Source: an optimization exercise on an open RTL-to-GDS flow (aim: small area and a short achievable clock period). Production flows keep margins and buffers that such runs may drop.
The RTL was checked by simulation tests, not by an equivalence proof against the original design. The flow treats the clock pin as an ideal source, which a real chip does not have.

==> v38 <==
==> flow/design.v <==
package sampler_pkg;
    localparam int N_CH       = 4;
    localparam int SAMPLE_W   = 14;
    localparam int CH_ID_W    = 2;
    localparam int CNT_W      = 8;
    localparam int FIFO_DEPTH = 16;
    localparam int FIFO_PTR_W = $clog2(FIFO_DEPTH);
    localparam int FIFO_CNT_W = FIFO_PTR_W + 1;      
    localparam int WORD_W     = 32;
    localparam int RSVD_W     = WORD_W - 2 - CH_ID_W - SAMPLE_W;
    localparam int ENTRY_W    = SAMPLE_W + 1;        
    localparam int OCC_W      = 9;                   
    typedef logic [SAMPLE_W-1:0] sample_t;
    typedef logic [CNT_W-1:0]    cnt_t;
    typedef logic [OCC_W-1:0]    occ_t;
    function automatic cnt_t cnt_dec(input cnt_t x);
        logic any_low;
        begin
            for (int i = 0; i < CNT_W; i++)
            begin
                any_low = 1'b0;
                for (int k = 0; k < i; k++)
                    any_low = any_low | x[k];
                cnt_dec[i] = any_low ? x[i] : ~x[i];
            end
        end
    endfunction
    function automatic logic sample_gt(input sample_t a, input sample_t b);
        logic [SAMPLE_W-1:0] gt;
        logic [SAMPLE_W-1:0] lt;
        int                  n;
        begin
            for (int i = 0; i < SAMPLE_W; i++)
            begin
                gt[i] = a[i] & ~b[i];
                lt[i] = ~a[i] & b[i];
            end
            n = SAMPLE_W;
            for (int step = 0; step < 4; step++)
            begin
                for (int i = 0; i < SAMPLE_W; i++)
                begin
                    if (2*i + 1 < n)
                    begin
                        gt[i] = gt[2*i+1] | (~lt[2*i+1] & gt[2*i]);
                        lt[i] = lt[2*i+1] | (~gt[2*i+1] & lt[2*i]);
                    end
                    else if (2*i < n)
                    begin
                        gt[i] = gt[2*i];
                        lt[i] = lt[2*i];
                    end
                end
                n = (n + 1) / 2;
            end
            sample_gt = gt[0];
        end
    endfunction
    function automatic logic occ_is(input occ_t j, input integer k);
        begin
            if (k == 0)
                occ_is = ~j[0] & ~j[OCC_W-1];
            else if (k < OCC_W)
                occ_is = j[k-1] & ~j[k];
            else if (k == OCC_W)
                occ_is = j[OCC_W-1] & j[0];
            else
                occ_is = ~j[k-OCC_W-1] & j[k-OCC_W];
        end
    endfunction
    typedef struct packed {
        logic               first;       
        logic               rsvd_hi;     
        logic [CH_ID_W-1:0] ch_id;       
        logic [RSVD_W-1:0]  rsvd_lo;     
        sample_t            sample;      
    } out_word_t;
    typedef enum logic {
        TRIG_GATE,
        TRIG_THRESH
    } trig_src_t;
endpackage
`timescale 1ns/1ps
module pulse_gen (
    input  logic              ADC_ENC,
    input  logic              i_rst_n,
    input  logic              i_start_rise,
    input  sampler_pkg::cnt_t i_delay,
    input  sampler_pkg::cnt_t i_width,
    output logic              o_pulse
);
    logic              busy;         
    sampler_pkg::cnt_t cnt;          
    logic              cnt_hi_z;
    logic              cnt_z;
    logic              cnt_one;
    assign cnt_hi_z = (cnt[7:1] == '0);
    assign cnt_z    = cnt_hi_z & ~cnt[0];
    assign cnt_one  = cnt_hi_z &  cnt[0];
    always_ff @(posedge ADC_ENC)
    begin
        if (!i_rst_n)
        begin
            busy    <= 1'b0;
            o_pulse <= 1'b0;
        end
        else if (!busy)
        begin
            busy <= i_start_rise;
        end
        else if (!o_pulse)
        begin
            if (cnt_z)
                o_pulse <= 1'b1;
        end
        else if (cnt_one)
        begin
            busy    <= 1'b0;
            o_pulse <= 1'b0;
        end
    end
    always_ff @(posedge ADC_ENC)
    begin
        if (!busy)
            cnt <= i_delay;
        else if (!o_pulse && cnt_z)
            cnt <= i_width;
        else
            cnt <= sampler_pkg::cnt_dec(cnt);
    end
endmodule
`timescale 1ns/1ps
module adc_trigger (
    input  logic                   ADC_ENC,
    input  logic                   i_rst_n,
    input  sampler_pkg::trig_src_t i_src,
    input  logic                   i_gate,
    input  logic                   i_gate_q,
    input  sampler_pkg::sample_t   i_sample,
    input  sampler_pkg::sample_t   i_threshold,
    output logic                   o_trig
);
    logic above;
    logic above_q;
    assign above = sampler_pkg::sample_gt(i_sample, i_threshold);
    always_ff @(posedge ADC_ENC)
    begin
        above_q <= above;
    end
    always_ff @(posedge ADC_ENC)
    begin
        if (!i_rst_n)
            o_trig <= 1'b0;
        else if (i_src == sampler_pkg::TRIG_GATE)
            o_trig <= i_gate & ~i_gate_q;
        else
            o_trig <= above & ~above_q;
    end
endmodule
`timescale 1ns/1ps
module adc_channel_rx (
    input  logic                             ADC_ENC,
    input  logic                             i_rst_n,
    input  logic                             i_wr_req,
    input  logic [sampler_pkg::ENTRY_W-1:0]  i_word,
    input  logic                             i_ch_en,
    input  logic                             i_read,
    output logic                             o_req,
    output logic [sampler_pkg::ENTRY_W-1:0]  o_data,
    output logic                             o_lost
);
    logic [sampler_pkg::ENTRY_W-1:0]    mem [0:sampler_pkg::FIFO_DEPTH-1];
    sampler_pkg::occ_t                  occ;
    logic                               full;
    logic                               do_wr;
    logic                               ne_next;
    sampler_pkg::occ_t                  occ_more;
    sampler_pkg::occ_t                  occ_less;
    assign occ_more = {occ[sampler_pkg::OCC_W-2:0], ~occ[sampler_pkg::OCC_W-1]};    
    assign occ_less = {~occ[0], occ[sampler_pkg::OCC_W-1:1]};                       
    assign full  = sampler_pkg::occ_is(occ, sampler_pkg::FIFO_DEPTH);
    assign do_wr = i_wr_req & ~full;
    always_comb
    begin
        o_data = '0;
        for (int i = 0; i < sampler_pkg::FIFO_DEPTH; i++)
            o_data = o_data | (mem[i] & {sampler_pkg::ENTRY_W{sampler_pkg::occ_is(occ, i + 1)}});
    end
    assign ne_next = do_wr | ~(sampler_pkg::occ_is(occ, 0) | sampler_pkg::occ_is(occ, 1))
                   | (sampler_pkg::occ_is(occ, 1) & ~i_read);
    always_ff @(posedge ADC_ENC)
    begin
        if (do_wr)
        begin
            mem[0] <= i_word;
            for (int i = 1; i < sampler_pkg::FIFO_DEPTH; i++)
                mem[i] <= mem[i-1];
        end
    end
    always_ff @(posedge ADC_ENC)
    begin
        if (!i_rst_n)
        begin
            occ    <= '0;
            o_req  <= 1'b0;
            o_lost <= 1'b0;
        end
        else
        begin
            if (i_read)
                occ <= do_wr ? occ : occ_less;
            else
                occ <= do_wr ? occ_more : occ;
            o_req <= i_ch_en & ne_next;
            if (i_wr_req && full)
                o_lost <= 1'b1;      
        end
    end
endmodule
`timescale 1ns/1ps
module rr_arbiter (
    input  logic                                                   ADC_ENC,
    input  logic                                                   i_rst_n,
    input  logic [sampler_pkg::N_CH-1:0]                           i_req,
    input  logic [sampler_pkg::N_CH-1:0][sampler_pkg::ENTRY_W-1:0] i_data,
    output logic [sampler_pkg::N_CH-1:0]                           o_read,
    output logic                                                   o_out_valid,
    output sampler_pkg::out_word_t                                 o_out_data,
    input  logic                                                   i_out_ready
);
    logic [sampler_pkg::CH_ID_W-1:0] last_q;
    logic [sampler_pkg::N_CH-1:0]    gnt_oh;
    logic [sampler_pkg::CH_ID_W-1:0] gnt;
    logic [sampler_pkg::ENTRY_W-1:0] sel_data;
    logic [sampler_pkg::ENTRY_W-1:0] data_q;
    logic                            found;
    logic                            can_load;
    assign found    = |i_req;
    assign can_load = ~o_out_valid | i_out_ready;    
    always_comb
    begin
        gnt_oh = '0;
        for (int c = 0; c < sampler_pkg::N_CH; c++)
        begin
            logic blocked;
            blocked = 1'b0;
            for (int d = 1; d < sampler_pkg::N_CH; d++)
                if (last_q == sampler_pkg::CH_ID_W'((c - d + sampler_pkg::N_CH) % sampler_pkg::N_CH))
                    for (int e = 1; e < d; e++)
                        blocked = blocked | i_req[(c - e + sampler_pkg::N_CH) % sampler_pkg::N_CH];
            if (last_q == sampler_pkg::CH_ID_W'(c))
                for (int e = 1; e < sampler_pkg::N_CH; e++)
                    blocked = blocked | i_req[(c - e + sampler_pkg::N_CH) % sampler_pkg::N_CH];
            gnt_oh[c] = i_req[c] & ~blocked;
        end
    end
    always_comb
    begin
        gnt      = '0;
        sel_data = '0;
        for (int c = 0; c < sampler_pkg::N_CH; c++)
        begin
            if (gnt_oh[c])
                gnt = gnt | sampler_pkg::CH_ID_W'(c);
            sel_data = sel_data | (i_data[c] & {sampler_pkg::ENTRY_W{gnt_oh[c]}});
        end
    end
    assign o_read = can_load ? gnt_oh : '0;
    always_ff @(posedge ADC_ENC)
    begin
        if (!i_rst_n)
        begin
            last_q      <= '0;
            o_out_valid <= 1'b0;
        end
        else if (can_load)
        begin
            o_out_valid <= found;
            if (found)
                last_q <= gnt;
        end
    end
    always_ff @(posedge ADC_ENC)
    begin
        if (can_load)
            data_q <= sel_data;
    end
    always_comb
    begin
        o_out_data         = '0;
        o_out_data.first   = data_q[sampler_pkg::SAMPLE_W];
        o_out_data.ch_id   = last_q;
        o_out_data.sample  = data_q[sampler_pkg::SAMPLE_W-1:0];
    end
endmodule
`timescale 1ns/1ps
module ccpd_top (
    input  logic                                       ADC_ENC,
    input  logic                                       i_rst_n,
    input  logic                                       i_gate_start,
    input  sampler_pkg::cnt_t                          i_gate_delay,
    input  sampler_pkg::cnt_t                          i_gate_width,
    input  sampler_pkg::cnt_t                          i_inj_delay,
    input  sampler_pkg::cnt_t                          i_inj_width,
    input  sampler_pkg::cnt_t                          i_rec_len,
    input  sampler_pkg::trig_src_t                     i_trig_src,
    input  sampler_pkg::sample_t                       i_threshold,
    input  logic [sampler_pkg::N_CH-1:0][sampler_pkg::SAMPLE_W-1:0] i_adc_sample,
    input  logic [sampler_pkg::N_CH-1:0]               i_ch_en,
    input  logic                                       i_out_ready,
    output logic                                       o_ccpd_gate,
    output logic                                       o_ccpd_injection,
    output logic                                       o_out_valid,
    output sampler_pkg::out_word_t                     o_out_data,
    output logic [sampler_pkg::N_CH-1:0]               o_lost
);
    logic                   gate_pulse;
    logic                   gate_q;
    logic                   start_q;
    logic                   adc_trig;
    logic                   rec;
    logic                   first_q;
    sampler_pkg::cnt_t      rec_cnt;
    logic [sampler_pkg::N_CH-1:0]        ch_req;
    logic [sampler_pkg::N_CH-1:0]        ch_read;
    logic [sampler_pkg::N_CH-1:0][sampler_pkg::ENTRY_W-1:0] ch_data;
    assign o_ccpd_gate = gate_pulse;
    always_ff @(posedge ADC_ENC)
    begin
        if (!i_rst_n)
        begin
            start_q <= 1'b0;
            gate_q  <= 1'b0;
        end
        else
        begin
            start_q <= i_gate_start;
            gate_q  <= gate_pulse;
        end
    end
    pulse_gen gate_gen (
        .ADC_ENC      (ADC_ENC),
        .i_rst_n      (i_rst_n),
        .i_start_rise (i_gate_start & ~start_q),
        .i_delay      (i_gate_delay),
        .i_width      (i_gate_width),
        .o_pulse      (gate_pulse)
    );
    pulse_gen inj_gen (
        .ADC_ENC      (ADC_ENC),
        .i_rst_n      (i_rst_n),
        .i_start_rise (gate_pulse & ~gate_q),    
        .i_delay      (i_inj_delay),
        .i_width      (i_inj_width),
        .o_pulse      (o_ccpd_injection)
    );
    adc_trigger trig_unit (
        .ADC_ENC     (ADC_ENC),
        .i_rst_n     (i_rst_n),
        .i_src       (i_trig_src),
        .i_gate      (gate_pulse),
        .i_gate_q    (gate_q),
        .i_sample    (i_adc_sample[0]),      
        .i_threshold (i_threshold),
        .o_trig      (adc_trig)
    );
    always_ff @(posedge ADC_ENC)
    begin
        if (!i_rst_n)
            rec <= 1'b0;
        else if (!rec)
            rec <= adc_trig;
        else if (rec_cnt == sampler_pkg::cnt_t'(1))
            rec <= 1'b0;         
    end
    always_ff @(posedge ADC_ENC)
    begin
        first_q <= ~rec;         
        if (!rec)
            rec_cnt <= i_rec_len;
        else
            rec_cnt <= sampler_pkg::cnt_dec(rec_cnt);
    end
    for (genvar i = 0; i < sampler_pkg::N_CH; i++)
    begin : ch_gen
        adc_channel_rx rx (
            .ADC_ENC  (ADC_ENC),
            .i_rst_n  (i_rst_n),
            .i_wr_req (rec),
            .i_word   ({first_q, i_adc_sample[i]}),
            .i_ch_en  (i_ch_en[i]),
            .i_read   (ch_read[i]),
            .o_req    (ch_req[i]),
            .o_data   (ch_data[i]),
            .o_lost   (o_lost[i])
        );
    end
    rr_arbiter arbiter (
        .ADC_ENC     (ADC_ENC),
        .i_rst_n     (i_rst_n),
        .i_req       (ch_req),
        .i_data      (ch_data),
        .o_read      (ch_read),
        .o_out_valid (o_out_valid),
        .o_out_data  (o_out_data),
        .i_out_ready (i_out_ready)
    );
endmodule
==> flow/flow/run.sh <==
#!/bin/bash
# Standard ORFS layout, with plain buffers on the ports, resizing not
# limited to the same cell footprint, and larger clock sink clusters
# without dummy loads.
set -euo pipefail
bash standard.sh MATCH_CELL_FOOTPRINT=0 \
    "BUFFER_PORTS_ARGS=-buffer_cell sky130_fd_sc_hd__buf_2" \
    "CTS_ARGS=-sink_clustering_enable -repair_clock_nets -dont_use_dummy_load -sink_clustering_size 30 -sink_clustering_max_diameter 100" \
    finish > standard_flow.log 2>&1
==> flow/standard.sh <==
#!/bin/bash
# synth_recipe.tcl (not shown) runs the flow's synth.tcl, then flattens the netlist and writes it again
# the make line also repeats each setting of config.mk as NAME=value (left out here)
make -C /OpenROAD-flow-scripts/flow DESIGN_CONFIG=/design/flow/config.mk WORK_HOME=/design/flow/orfs CLKGATE_MAP_FILE= SYNTH_SCRIPT=/design/flow/synth_recipe.tcl "${@:-finish}"
==> flow/config.mk <==
export PLATFORM = sky130hd
export DESIGN_NAME = ccpd_top
export DESIGN_NICKNAME = ccpd_top
export VERILOG_FILES = /design/flow/design.v
export SDC_FILE = /design/flow/constraint.sdc
export NUM_CORES = 4
export LEC_CHECK = 0
export CAP_MARGIN = 20
export CORE_MARGIN = 2
export CORE_UTILIZATION = 70
export SETUP_SLACK_MARGIN = 3.6
export SLEW_MARGIN = 20
==> flow/constraint.sdc <==
create_clock -name core_clock -period 6.0 [get_ports {ADC_ENC}]
set_input_delay 1.2000 -clock core_clock [delete_from_list [all_inputs] [get_ports {ADC_ENC}]]
set_output_delay 1.2000 -clock core_clock [all_outputs]
set_load 0.01 [all_outputs]
==> v10: changes against v38 <==
--- a/flow/design.v
+++ b/flow/design.v
@@ -15,44 +15,10 @@
     typedef logic [OCC_W-1:0]    occ_t;
     function automatic cnt_t cnt_dec(input cnt_t x);
-        logic any_low;
+        cnt_t all_z;     
         begin
-            for (int i = 0; i < CNT_W; i++)
-            begin
-                any_low = 1'b0;
-                for (int k = 0; k < i; k++)
-                    any_low = any_low | x[k];
-                cnt_dec[i] = any_low ? x[i] : ~x[i];
-            end
-        end
-    endfunction
-    function automatic logic sample_gt(input sample_t a, input sample_t b);
-        logic [SAMPLE_W-1:0] gt;
-        logic [SAMPLE_W-1:0] lt;
-        int                  n;
-        begin
-            for (int i = 0; i < SAMPLE_W; i++)
-            begin
-                gt[i] = a[i] & ~b[i];
-                lt[i] = ~a[i] & b[i];
-            end
-            n = SAMPLE_W;
-            for (int step = 0; step < 4; step++)
-            begin
-                for (int i = 0; i < SAMPLE_W; i++)
-                begin
-                    if (2*i + 1 < n)
-                    begin
-                        gt[i] = gt[2*i+1] | (~lt[2*i+1] & gt[2*i]);
-                        lt[i] = lt[2*i+1] | (~gt[2*i+1] & lt[2*i]);
-                    end
-                    else if (2*i < n)
-                    begin
-                        gt[i] = gt[2*i];
-                        lt[i] = lt[2*i];
-                    end
-                end
-                n = (n + 1) / 2;
-            end
-            sample_gt = gt[0];
+            all_z[0] = 1'b1;
+            for (int i = 1; i < CNT_W; i++)
+                all_z[i] = all_z[i-1] & ~x[i-1];
+            cnt_dec = x ^ all_z;
         end
     endfunction
@@ -143,5 +109,5 @@
     logic above;
     logic above_q;
-    assign above = sampler_pkg::sample_gt(i_sample, i_threshold);
+    assign above = (i_sample > i_threshold);
     always_ff @(posedge ADC_ENC)
     begin
@@ -175,8 +141,4 @@
     logic                               do_wr;
     logic                               ne_next;
-    sampler_pkg::occ_t                  occ_more;
-    sampler_pkg::occ_t                  occ_less;
-    assign occ_more = {occ[sampler_pkg::OCC_W-2:0], ~occ[sampler_pkg::OCC_W-1]};    
-    assign occ_less = {~occ[0], occ[sampler_pkg::OCC_W-1:1]};                       
     assign full  = sampler_pkg::occ_is(occ, sampler_pkg::FIFO_DEPTH);
     assign do_wr = i_wr_req & ~full;
@@ -208,8 +170,8 @@
         else
         begin
-            if (i_read)
-                occ <= do_wr ? occ : occ_less;
-            else
-                occ <= do_wr ? occ_more : occ;
+            if (do_wr && !i_read)
+                occ <= {occ[sampler_pkg::OCC_W-2:0], ~occ[sampler_pkg::OCC_W-1]};   
+            else if (i_read && !do_wr)
+                occ <= {~occ[0], occ[sampler_pkg::OCC_W-1:1]};                       
             o_req <= i_ch_en & ne_next;
             if (i_wr_req && full)
==> flow/run.sh (new file) <==
#!/bin/bash
# synth_recipe.tcl (not shown) runs the flow's synth.tcl, then flattens the netlist and writes it again
# the make line also repeats each setting of config.mk as NAME=value (left out here)
make -C /OpenROAD-flow-scripts/flow DESIGN_CONFIG=/design/flow/config.mk WORK_HOME=/design/flow/orfs CLKGATE_MAP_FILE= SYNTH_SCRIPT=/design/flow/synth_recipe.tcl finish
--- a/flow/config.mk
+++ b/flow/config.mk
@@ -8,5 +8,4 @@
 export CAP_MARGIN = 20
 export CORE_MARGIN = 2
-export CORE_UTILIZATION = 70
-export SETUP_SLACK_MARGIN = 3.6
+export CORE_UTILIZATION = 40
 export SLEW_MARGIN = 20
removed: flow/flow/run.sh
removed: flow/standard.sh
==> v11: changes against v38 <==
--- a/flow/design.v
+++ b/flow/design.v
@@ -15,44 +15,10 @@
     typedef logic [OCC_W-1:0]    occ_t;
     function automatic cnt_t cnt_dec(input cnt_t x);
-        logic any_low;
+        cnt_t all_z;     
         begin
-            for (int i = 0; i < CNT_W; i++)
-            begin
-                any_low = 1'b0;
-                for (int k = 0; k < i; k++)
-                    any_low = any_low | x[k];
-                cnt_dec[i] = any_low ? x[i] : ~x[i];
-            end
-        end
-    endfunction
-    function automatic logic sample_gt(input sample_t a, input sample_t b);
-        logic [SAMPLE_W-1:0] gt;
-        logic [SAMPLE_W-1:0] lt;
-        int                  n;
-        begin
-            for (int i = 0; i < SAMPLE_W; i++)
-            begin
-                gt[i] = a[i] & ~b[i];
-                lt[i] = ~a[i] & b[i];
-            end
-            n = SAMPLE_W;
-            for (int step = 0; step < 4; step++)
-            begin
-                for (int i = 0; i < SAMPLE_W; i++)
-                begin
-                    if (2*i + 1 < n)
-                    begin
-                        gt[i] = gt[2*i+1] | (~lt[2*i+1] & gt[2*i]);
-                        lt[i] = lt[2*i+1] | (~gt[2*i+1] & lt[2*i]);
-                    end
-                    else if (2*i < n)
-                    begin
-                        gt[i] = gt[2*i];
-                        lt[i] = lt[2*i];
-                    end
-                end
-                n = (n + 1) / 2;
-            end
-            sample_gt = gt[0];
+            all_z[0] = 1'b1;
+            for (int i = 1; i < CNT_W; i++)
+                all_z[i] = all_z[i-1] & ~x[i-1];
+            cnt_dec = x ^ all_z;
         end
     endfunction
@@ -143,5 +109,5 @@
     logic above;
     logic above_q;
-    assign above = sampler_pkg::sample_gt(i_sample, i_threshold);
+    assign above = (i_sample > i_threshold);
     always_ff @(posedge ADC_ENC)
     begin
@@ -175,8 +141,4 @@
     logic                               do_wr;
     logic                               ne_next;
-    sampler_pkg::occ_t                  occ_more;
-    sampler_pkg::occ_t                  occ_less;
-    assign occ_more = {occ[sampler_pkg::OCC_W-2:0], ~occ[sampler_pkg::OCC_W-1]};    
-    assign occ_less = {~occ[0], occ[sampler_pkg::OCC_W-1:1]};                       
     assign full  = sampler_pkg::occ_is(occ, sampler_pkg::FIFO_DEPTH);
     assign do_wr = i_wr_req & ~full;
@@ -208,8 +170,8 @@
         else
         begin
-            if (i_read)
-                occ <= do_wr ? occ : occ_less;
-            else
-                occ <= do_wr ? occ_more : occ;
+            if (do_wr && !i_read)
+                occ <= {occ[sampler_pkg::OCC_W-2:0], ~occ[sampler_pkg::OCC_W-1]};   
+            else if (i_read && !do_wr)
+                occ <= {~occ[0], occ[sampler_pkg::OCC_W-1:1]};                       
             o_req <= i_ch_en & ne_next;
             if (i_wr_req && full)
==> flow/flow/run.sh (replaced) <==
#!/bin/bash
# Standard ORFS layout, with plain buffers on the ports and resizing not
# limited to the same cell footprint.
set -euo pipefail
bash standard.sh MATCH_CELL_FOOTPRINT=0 \
    "BUFFER_PORTS_ARGS=-buffer_cell sky130_fd_sc_hd__buf_2" \
    finish > standard_flow.log 2>&1
--- a/flow/config.mk
+++ b/flow/config.mk
@@ -8,5 +8,5 @@
 export CAP_MARGIN = 20
 export CORE_MARGIN = 2
-export CORE_UTILIZATION = 70
-export SETUP_SLACK_MARGIN = 3.6
+export CORE_UTILIZATION = 60
+export SETUP_SLACK_MARGIN = 3.9
 export SLEW_MARGIN = 20
==> flow_summary.json <==
{
  "status": "finished clean",
  "reg2reg_from": "arbiter.o_out_valid",
  "taps": 1298,
  "path_delay_family": "buffers and inverters",
  "multi_input_area_mm2": 0.00847,
  "startpoint": "i_out_ready",
  "num-nonclk-buffers": 195,
  "worstPathMaxFanout": 17,
  "min_period_over_period_pct": 60.8,
  "combPwrFrac_pct": 11.4,
  "synthTopCellsByArea": "edfxtp_1 72%, dfxtp_1 4.0%, a22oi_1 3.8%",
  "cp_slowest_stage_delay_ns": 0.59,
  "power_frac_seq_pct": 50.7,
  "cts_resized": 0,
  "synth_edf_count": 975
}
-- figures above: v10

==> flow_summary.json <==
{
  "synth_edf_count": 975,
  "status": "finished clean",
  "cp_slowest_stage_delay_ns": 0.47,
  "fp.coreArea_mm2": 0.0669,
  "worstPathMaxFanout": 1,
  "reg2reg_from": "ch_gen[2].rx.occ[4]",
  "combPwrFrac_pct": 14.9,
  "instances_no_fill": 3756,
  "cts_resized": 434,
  "synthTopCellsByArea": "edfxtp_1 72%, dfxtp_1 4.0%, a22oi_1 3.8%",
  "startpoint": "arbiter.data_q[10]",
  "path_delay_family": "flip-flops",
  "multi_input_area_mm2": 0.0100,
  "num-nonclk-buffers": 407
}
-- figures above: v11

==> flow_summary.json <==
{
  "reg2reg_from": "ch_gen[3].rx.occ[3]",
  "synthTopCellsByArea": "edfxtp_1 74%, a22oi_1 6.3%, dfxtp_1 3.0%",
  "setup_tns_ns": 0,
  "num-nonclk-buffers": 234,
  "synth_edf_count": 996,
  "power_frac_seq_pct": 68.8,
  "cts_resized": 132,
  "worstPathMaxFanout": 1,
  "cp_slowest_stage_delay_ns": 0.54,
  "ys_seq_area_share_pct": 77.4,
  "min_period_over_period_pct": 42.8,
  "status": "finished clean",
  "multi_input_area_mm2": 0.00854,
  "critical_path_class": "flop to output pin",
  "combPwrFrac_pct": 4.7,
  "irDropWorstVdd_v": 0.000274,
  "startpoint": "arbiter.data_q[11]",
  "taps": 756
}
-- figures above: v38

re-timing with driven ports:
No port has a modelled driver above. Below, the same layouts with a new extraction and two added sets of constraints.
Step 1: set_driving_cell puts a clkbuf_16 on ADC_ENC and a buf_2 on each other input, an assumption about the parent block.
Step 2 times the ports against the registers' clock, not the clock port: input delays grow and output delays shrink by t, the midpoint of the rising clock arrivals with the driver on.
a / b / c = no drivers / after step 1 / after step 2; a / b = the first two.
run | t, ns | setup WS [ns] | worst setup path at the end | cell pins on the clock port's net
v38 | 0.655 | 3.429 / 3.364 / 3.129 | input to register | 1
v10 | 0.752 | 2.353 / 2.393 / 1.641 | input to register | 1
v11 | 0.725 | 3.468 / 3.400 / 3.176 | input to register | 1
After both steps every run listed still meets setup and hold. For v10, which loses most, drivers alone change the setup slack by +0.040 ns; drivers and shift together by -0.712 ns.
